Source: an optimization exercise on an open RTL-to-GDS flow (aim: small area, a short achievable clock period and few clock cycles per item). Production flows keep margins and buffers that such runs may drop.
In this exercise RTL edits were held to simulation tests only and were not proved equivalent to the original.
Power figures rest on the tool's default switching activity, not on a simulated workload.

==> flow/design.v <==
`default_nettype none
package tls_pkg;
   localparam int COUNT_BITS_DEFAULT = 16;
   localparam int OUT_BITS           = 16;
   localparam int OUT_FIELDS         = 12;
   localparam int RSP_BITS           = OUT_BITS * OUT_FIELDS;
   localparam int BYTE_BITS          = 8;
   localparam logic [BYTE_BITS-1:0] NEWLINE_BYTE = 8'd10;
endpackage
`default_nettype wire
`default_nettype none
module tls_in_stage (
   input  wire logic                         clock,
   input  wire logic                         reset,
   input  wire logic                         in_valid,
   output logic                              in_ready,
   input  wire logic [tls_pkg::BYTE_BITS-1:0] in_data,
   input  wire logic                         in_eof,
   input  wire logic                         resume,      
   output logic                              out_data,    
   output logic                              out_nl,      
   output logic                              out_eof      
);
   logic ready_ff, data_ff, eof_ff, nl_ff;
   logic fire;
   assign fire = in_valid && ready_ff;
   always_ff @(posedge clock) begin
      if (reset) begin
         ready_ff <= 1'b1;
         data_ff  <= 1'b0;
         eof_ff   <= 1'b0;
      end else begin
         ready_ff <= resume || (ready_ff && !(in_valid && in_eof));
         data_ff  <= fire && !in_eof;
         eof_ff   <= fire && in_eof;
      end
   end
   always_ff @(posedge clock) begin
      nl_ff <= (in_data == tls_pkg::NEWLINE_BYTE);
   end
   assign in_ready = ready_ff;
   assign out_data = data_ff;
   assign out_nl   = nl_ff;
   assign out_eof  = eof_ff;
endmodule
`default_nettype wire
`default_nettype none
module tls_file_stats #(
   parameter int COUNT_BITS = tls_pkg::COUNT_BITS_DEFAULT
) (
   input  wire logic                  clock,
   input  wire logic                  clear,
   input  wire logic                  data,      
   input  wire logic                  nl,        
   output logic [COUNT_BITS-1:0]      file_bytes,
   output logic [COUNT_BITS-1:0]      file_lines,
   output logic [COUNT_BITS-1:0]      file_empty,
   output logic [COUNT_BITS-1:0]      width_min,
   output logic [COUNT_BITS-1:0]      width_max
);
   localparam logic [COUNT_BITS-1:0] ALL_ONES = '1;
   function automatic logic [COUNT_BITS-1:0] sat_inc(input logic [COUNT_BITS-1:0] v);
      sat_inc = (v == ALL_ONES) ? v : v + 1'b1;
   endfunction
   logic [COUNT_BITS-1:0] bytes_ff, lines_ff, empty_ff, len_ff, wmin_ff, wmax_ff;
   logic                  fresh_ff;    
   logic                  le_min_ff;   
   logic                  gt_max_ff;   
   always_ff @(posedge clock) begin
      if (clear) begin
         bytes_ff  <= '0;
         lines_ff  <= '0;
         empty_ff  <= '0;
         len_ff    <= '0;
         wmin_ff   <= ALL_ONES;
         wmax_ff   <= '0;
         fresh_ff  <= 1'b1;
         le_min_ff <= 1'b1;
         gt_max_ff <= 1'b0;
      end else if (data) begin
         bytes_ff <= sat_inc(bytes_ff);
         if (fresh_ff) begin
            lines_ff <= sat_inc(lines_ff);
         end
         if (nl) begin
            if (fresh_ff) begin
               empty_ff <= sat_inc(empty_ff);
            end
            if (le_min_ff) begin
               wmin_ff <= len_ff;
            end
            if (gt_max_ff) begin
               wmax_ff <= len_ff;
            end
            len_ff    <= '0;
            fresh_ff  <= 1'b1;
            le_min_ff <= 1'b1;
            gt_max_ff <= 1'b0;
         end else begin
            fresh_ff <= 1'b0;
            if (len_ff != ALL_ONES) begin
               len_ff    <= len_ff + 1'b1;
               le_min_ff <= le_min_ff && (len_ff != wmin_ff);
               gt_max_ff <= gt_max_ff || (len_ff == wmax_ff);
            end
         end
      end
   end
   assign file_bytes = bytes_ff;
   assign file_lines = lines_ff;
   assign file_empty = empty_ff;
   assign width_min  = wmin_ff;
   assign width_max  = wmax_ff;
endmodule
`default_nettype wire
`default_nettype none
module tls_totals #(
   parameter int COUNT_BITS = tls_pkg::COUNT_BITS_DEFAULT
) (
   input  wire logic                    clock,
   input  wire logic                    reset,
   input  wire logic                    rot,         
   input  wire logic [2:0]              step,        
   input  wire logic [COUNT_BITS-1:0]   file_bytes,
   input  wire logic [COUNT_BITS-1:0]   file_lines,
   input  wire logic [COUNT_BITS-1:0]   file_empty,
   output logic [7*COUNT_BITS-1:0]      words
);
   localparam logic [COUNT_BITS-1:0] ALL_ONES = '1;
   logic [COUNT_BITS-1:0] w_ff [0:6];
   logic [COUNT_BITS-1:0] a, b, bx, r;
   logic [COUNT_BITS:0]   s;
   logic                  is_add, is_min, sub, take_b;
   assign a      = w_ff[0];
   assign is_add = (step <= 3'd2);
   assign is_min = (step == 3'd3) || (step == 3'd5);
   assign sub    = !is_add;
   always_comb begin
      case (step)
         3'd1, 3'd5, 3'd6: b = file_lines;
         3'd2:             b = file_empty;
         default:          b = file_bytes;
      endcase
   end
   assign bx     = sub ? ~b : b;
   assign s      = {1'b0, a} + {1'b0, bx} + {{COUNT_BITS{1'b0}}, sub};
   assign take_b = is_min ? s[COUNT_BITS] : !s[COUNT_BITS];
   always_comb begin
      if (is_add) begin
         r = s[COUNT_BITS] ? ALL_ONES : s[COUNT_BITS-1:0];
      end else begin
         r = take_b ? b : a;
      end
   end
   always_ff @(posedge clock) begin
      if (reset) begin
         w_ff[0] <= '0;
         w_ff[1] <= '0;
         w_ff[2] <= '0;
         w_ff[3] <= ALL_ONES;
         w_ff[4] <= '0;
         w_ff[5] <= ALL_ONES;
         w_ff[6] <= '0;
      end else if (rot) begin
         w_ff[0] <= w_ff[1];
         w_ff[1] <= w_ff[2];
         w_ff[2] <= w_ff[3];
         w_ff[3] <= w_ff[4];
         w_ff[4] <= w_ff[5];
         w_ff[5] <= w_ff[6];
         w_ff[6] <= r;
      end
   end
   assign words = {w_ff[6], w_ff[5], w_ff[4], w_ff[3], w_ff[2], w_ff[1], w_ff[0]};
endmodule
`default_nettype wire
`default_nettype none
module text_line_statistics_top #(
   parameter int COUNT_BITS = tls_pkg::COUNT_BITS_DEFAULT
) (
   input  wire logic                           clock,
   input  wire logic                           reset,
   input  wire logic                           req_tvalid,
   output logic                                req_tready,
   input  wire logic [tls_pkg::BYTE_BITS-1:0]  req_tdata,   
   input  wire logic                           req_tuser,   
   output logic                                rsp_tvalid,
   input  wire logic                           rsp_tready,
   output logic [tls_pkg::RSP_BITS-1:0]        rsp_tdata
);
   logic                    s1_data, s1_nl, s1_eof;
   logic                    busy_ff, rsp_valid_ff;
   logic [2:0]              step_ff;
   logic                    rot, last, take;
   logic [COUNT_BITS-1:0]   file_bytes, file_lines, file_empty, width_min, width_max;
   logic [7*COUNT_BITS-1:0] words;
   assign rot  = s1_eof || busy_ff;
   assign last = (step_ff == 3'd6);
   assign take = rsp_valid_ff && rsp_tready;
   tls_in_stage u_in_stage (
      .clock    (clock),
      .reset    (reset),
      .in_valid (req_tvalid),
      .in_ready (req_tready),
      .in_data  (req_tdata),
      .in_eof   (req_tuser),
      .resume   (take),
      .out_data (s1_data),
      .out_nl   (s1_nl),
      .out_eof  (s1_eof)
   );
   tls_file_stats #(
      .COUNT_BITS (COUNT_BITS)
   ) u_file_stats (
      .clock      (clock),
      .clear      (reset || take),
      .data       (s1_data),
      .nl         (s1_nl),
      .file_bytes (file_bytes),
      .file_lines (file_lines),
      .file_empty (file_empty),
      .width_min  (width_min),
      .width_max  (width_max)
   );
   tls_totals #(
      .COUNT_BITS (COUNT_BITS)
   ) u_totals (
      .clock      (clock),
      .reset      (reset),
      .rot        (rot),
      .step       (step_ff),
      .file_bytes (file_bytes),
      .file_lines (file_lines),
      .file_empty (file_empty),
      .words      (words)
   );
   always_ff @(posedge clock) begin
      if (reset) begin
         busy_ff      <= 1'b0;
         step_ff      <= 3'd0;
         rsp_valid_ff <= 1'b0;
      end else begin
         if (rot) begin
            busy_ff <= !last;
            step_ff <= last ? 3'd0 : step_ff + 3'd1;
         end
         rsp_valid_ff <= (rot && last) || (rsp_valid_ff && !rsp_tready);
      end
   end
   assign rsp_tvalid = rsp_valid_ff;
   assign rsp_tdata  = {words, width_max, width_min, file_empty, file_lines, file_bytes};
endmodule
`default_nettype wire
==> flow/run.sh <==
#!/bin/bash
# synth_recipe.tcl (not shown) runs the flow's synth.tcl, then flattens the netlist and writes it again
# the make line also repeats each setting of config.mk as NAME=value (left out here)
make -C /OpenROAD-flow-scripts/flow DESIGN_CONFIG=/design/flow/config.mk WORK_HOME=/design/flow/orfs CLKGATE_MAP_FILE= SYNTH_SCRIPT=/design/flow/synth_recipe.tcl finish
==> flow/config.mk <==
export PLATFORM = sky130hd
export DESIGN_NAME = text_line_statistics_top
export DESIGN_NICKNAME = text_line_statistics_top
export VERILOG_FILES = /design/flow/design.v
export SDC_FILE = /design/flow/constraint.sdc
export NUM_CORES = 4
export LEC_CHECK = 0
export CAP_MARGIN = 20
export CORE_MARGIN = 2
export CORE_UTILIZATION = 40
export SLEW_MARGIN = 20
==> flow/constraint.sdc <==
create_clock -name core_clock -period 3.5 [get_ports {clock}]
set_input_delay 0.7000 -clock core_clock [delete_from_list [all_inputs] [get_ports {clock}]]
set_output_delay 0.7000 -clock core_clock [all_outputs]
set_load 0.01 [all_outputs]
==> insert_results.sql <==
INSERT INTO impl_metrics (metric_group, metric, value, unit) VALUES
('run_status', 'run_status', 'complete, no violations', ''),
('clock_network', 'clock_latency', '0.52', 'ns'),
('sta', 'report.final.setup_viol', '0', ''),
('cells_and_area', 'post_layout_nonfiller_instances', '1946', ''),
('synth', 'synthTopCellsByCount', 'sky130_fd_sc_hd__nand2_1 (319), sky130_fd_sc_hd__dfxtp_1 (220), sky130_fd_sc_hd__a21oi_1 (124)', ''),
('power_and_ir_drop', 'power.static_leakage', '5.44', 'nW'),
('floorplan', 'ios', '207', ''),
('detailed_routing', 'via_count', '10269', ''),
('power_and_ir_drop', 'irDropWorstVdd', '414', 'uV'),
('synth', 'synth-warning-count', '5', ''),
('global_route', 'initial_antenna_violation_count', '0', ''),
('detailed_routing', 'detail_route.drc_violations', '0', ''),
('setup_path', 'crit_path_class', 'register to register', ''),
('power_and_ir_drop', 'p_per_area', '419', 'mW/mm^2'),
('sta', 'min_period_over_period', '98.0', '%'),
('sta', 'worstMarginPinSlew', '1.07', 'ns'),
('job', 'cap_violations', '0', ''),
('floorplan', 'die_area', '0.0274', 'sq mm'),
('setup_path', 'worst_ep_arrival_time', '3.83', 'ns'),
('global_route', 'gr-total-overflow', '0', ''),
('synth', 'post_synth.cell_area_avg', '7.72', 'sq um'),
('detailed_routing', 'detail-route-antenna-nets', '0', ''),
('floorplan', 'die-height', '166', 'um'),
('worst_hold_path', 'worstHoldPathType', 'register to register', ''),
('setup_path', 'cp-end-kind', 'register', ''),
('cells_and_area', 'antenna_cells', '0', ''),
('sta', 'slew_headroom', '28.9', '%'),
('detailed_routing', 'routed_wire_length_per_instance', '17.1', 'um'),
('sta', 'maxClockFrequency', '0.292', 'GHz'),
('floorplan', 'die_x', '166', 'um'),
('detailed_routing', 'viasPerCell', '5.28', ''),
('clock_network', 'clock-sinks', '220', ''),
('clock_network', 'cts-buffers-inserted', '25', ''),
('sta', 'worst_clock_skew', '0.0119', 'ns'),
('sta', 'post-route-min-period', '3.43', 'ns'),
('cells_and_area', 'net_count_of_the_finished_layout', '1627', ''),
('setup_path', 'cp_data_required_time', '3.90', 'ns'),
('detailed_routing', 'wl', '33300', 'um'),
('sta', 'rsz0062_at_grt', 'yes', ''),
('clock_network', 'ctsRootBufferMaster', 'sky130_fd_sc_hd__clkbuf_16', ''),
('floorplan', 'core-area', '0.0258', 'sq mm'),
('synth', 'postSynthNetCount', '1387', ''),
('setup_path', 'worstSetupStartpointType', 'register', ''),
('synth', 'synthFlopType', 'sky130_fd_sc_hd__dfxtp_1', ''),
('clock_network', 'clk_transition_reported_paths', '0.06', 'ns'),
('synth', 'synth_cell_type_count', '55', ''),
('clock_network', 'cts_tree', 'yes', ''),
('synth', 'postSynth.asyncResetShare', '0', '%'),
('detailed_routing', 'drt_first_iter_violations', '857', ''),
('global_route', 'grt_pass1_vias', '9258', ''),
('setup_path', 'cpPeakStageDelay', '0.38', 'ns'),
('synth', 'synth.top_cells.by_area', 'sky130_fd_sc_hd__dfxtp_1 (42%), sky130_fd_sc_hd__nand2_1 (11%), sky130_fd_sc_hd__a21oi_1 (5.9%)', ''),
('setup_path', 'worstPathMaxFanout', '5', ''),
('global_route', 'grt_max_degree', '102', ''),
('clock_network', 'cts-root-to-sink-buffers', '3', ''),
('synth', 'postSynthCellCount', '1354', ''),
('place', 'hpwlAfterDp', '24500', 'um'),
('place', 'io_buffer_count', '206', ''),
('global_route', 'grt_first_pass_wirelength', '51600', 'um'),
('clock_network', 'cts.hold.buffers_added', '0', ''),
('cells_and_area', 'layout-drive-gt1-share', '11.0', '%'),
('global_route', 'grt_usage', '23.0', '%'),
('synth', 'netlist_area', '0.0104', 'sq mm'),
('synth', 'edff_count_synth', '0', ''),
('sta', 'final.hold.worst_slack', '0.459', 'ns'),
('synth', 'synth-seq-area-share', '42.2', '%'),
('place', 'placedCellCount', '1896', ''),
('setup_path', 'slowest_stage', 'sky130_fd_sc_hd__fa_2', ''),
('clock_network', 'h_tree_levels', '1', ''),
('detailed_routing', 'drt_pass1_iterations', '7', ''),
('floorplan', 'placementRows', '59', ''),
('sta', 'timing_max_transition_violations_final', '0', ''),
('place', 'place_congestion', '0.875', ''),
('synth', 'synth_largest_area_cell', 'sky130_fd_sc_hd__dfxtp_1', ''),
('floorplan', 'start_util', '40.4', '%'),
('setup_path', 'cp_cell_sequence', 'buf_12 > nor2b_4 > or2_4 > nand2_4 > o22ai_4 > or2_4 > inv_2 > fa_2 > nor2b_4 > o21bai_4 > a21o_1 > a21bo_1 > o31ai_4 > xnor2_2 > or3_1 > a32o_1', ''),
('synth', 'top_count_cell_post_synth', 'sky130_fd_sc_hd__nand2_1', ''),
('cells_and_area', 'layout-area-overhead-vs-synth', '38.8', '%'),
('synth', 'area_share_of_the_leading_cell_type_in_the_synthesized_netlist', '42.2', '%'),
('sta', 'fin_hold_viols', '0', ''),
('synth', 'synth_seq_cells', '220', '');
## metrics by stage
stage	total power, mW	area [sq um]	setup TNS (ns)	setup WS (ns)	utilization [%]
final	6.07	14500	0	0.0710	56.1
after global routing	6.28	14500	-0.149	-0.0661	56.1
after detailed placement	3.23	13400	-1.14	-0.184	51.9
after CTS	6.12	14300	0	0.00544	55.4
after global placement	3.23	13400	-0.161	-0.0505	51.9
after floorplan	2.96	10600	0	0.0113	-
## cells in the final DEF (no fill, tap or decap), types with 25 or more instances in the layout
cell type / instances
sky130_fd_sc_hd__a21oi_1: 123
sky130_fd_sc_hd__buf_4: 89
sky130_fd_sc_hd__clkbuf_16: 25
sky130_fd_sc_hd__clkdlybuf4s50_1: 205
sky130_fd_sc_hd__dfxtp_1: 218
sky130_fd_sc_hd__inv_1: 32
sky130_fd_sc_hd__nand2_1: 317
sky130_fd_sc_hd__nand3_1: 77
sky130_fd_sc_hd__nor2_1: 91
sky130_fd_sc_hd__o21ai_0: 50
sky130_fd_sc_hd__xnor2_1: 65
sky130_fd_sc_hd__xor2_1: 35
## routing by layer
layer  share of wire, %  global-route usage (%)  vias up
met5                  0                       0        -
met4                2.1                    5.97        0
met3                5.2                    3.27       36
met2                 45                    36.4      312
met1                 47                    33.0     4841
li1                   -                       -     5080
## area by class of cell
cell class / count / area, sq um
fill: 2495 / 11300
multi-input combinational: 1008 / 5750
sequential: 220 / 4410
timing repair buffer: 305 / 2890
clock buffer: 35 / 703
tap: 335 / 419
clock inverter: 9 / 199
inverter: 34 / 128
## flip-flops by register name, indices dropped and copies added (netlist names)
register	count
u_file_stats.len_ff	16
step_ff	3
u_file_stats.lines_ff	16
u_in_stage.eof_ff	1
rsp_valid_ff	1
u_in_stage.ready_ff	1
u_in_stage.nl_ff	1
u_in_stage.data_ff	1
u_file_stats.wmax_ff	16
u_file_stats.empty_ff	16
u_file_stats.le_min_ff	1
u_file_stats.gt_max_ff	1
busy_ff	1
u_file_stats.wmin_ff	16
u_file_stats.bytes_ff	16
u_file_stats.fresh_ff	1
u_totals.w_ff	112
## repair_timing
item                       in CTS  in global routing
gates resized for setup         4                 40
buffers inserted                0                  5
pin swaps                       1                 16
cloned                          0                  1
setup endpoints to repair      14                 16
## cells by family after synthesis
logic type      synth area share (%)
xor+xnor                        8.47
fa+ha+maj                       2.47
simple gates                    25.2
buf+inv                         4.61
compound gates                  15.9
mux                             1.17
flops                           42.2
## report_power, final
part / internal, mW / switching (mW) / leakage [nW]
registers: 2.58 / 0.0749 / 1.79
logic: 0.247 / 0.284 / 3.21
clock network: 1.84 / 1.05 / 0.441
## critical path, delay by kind of cell, from the launching register on
kind                       cells  cell delay, ns
AOI/OAI and AO/OA              6            1.23
xor gates and xnor gates       1            0.17
DFF                            1            0.36
adders and majority gates      1            0.38
and+or+nand+nor                6            1.00
buffers and inverters          2            0.17
## final timing paths
| path | startpoint | endpoint | slack (ns) | depth (start not counted) |
|---|---|---|---|---|
| max | step_ff[0] | u_totals.w_ff[6][14] | 0.07 | 16 |
| min | u_in_stage.ready_ff | u_in_stage.ready_ff | 0.46 | 2 |
| max reg2reg | step_ff[0] | u_totals.w_ff[6][14] | 0.07 | 16 |
| min reg2reg | u_in_stage.ready_ff | u_in_stage.ready_ff | 0.46 | 2 |
Testbench counts, summed over its fixed seeds: cycles 101,669, items 100,653.

[static timing again, ports no longer ideal]
The results above use ideal ports. As a check the final layout listed here was re-extracted and re-timed, cells and wires unchanged. Step 1, drivers: a clkbuf_16 drives clock and a buf_2 each remaining input, both assumed. Step 2 times the ports against the registers' clock, not the clock port: input delays grow and output delays shrink by t, the midpoint of the rising clock arrivals with the driver on. Slacks: ideal ports / drivers / drivers and shift; pairs: ideal ports / drivers.
t (ns): 0.567
setup slack, ns: 0.071 / 0.071 / 0.071
slew at the worst register clock pin (ns): 0.06 / 0.06
pins driven straight from the clock port: 1
After both steps this run still meets setup and hold. The setup slack of this run moves by 0.000 ns with the drivers and by 0.000 ns with both steps.
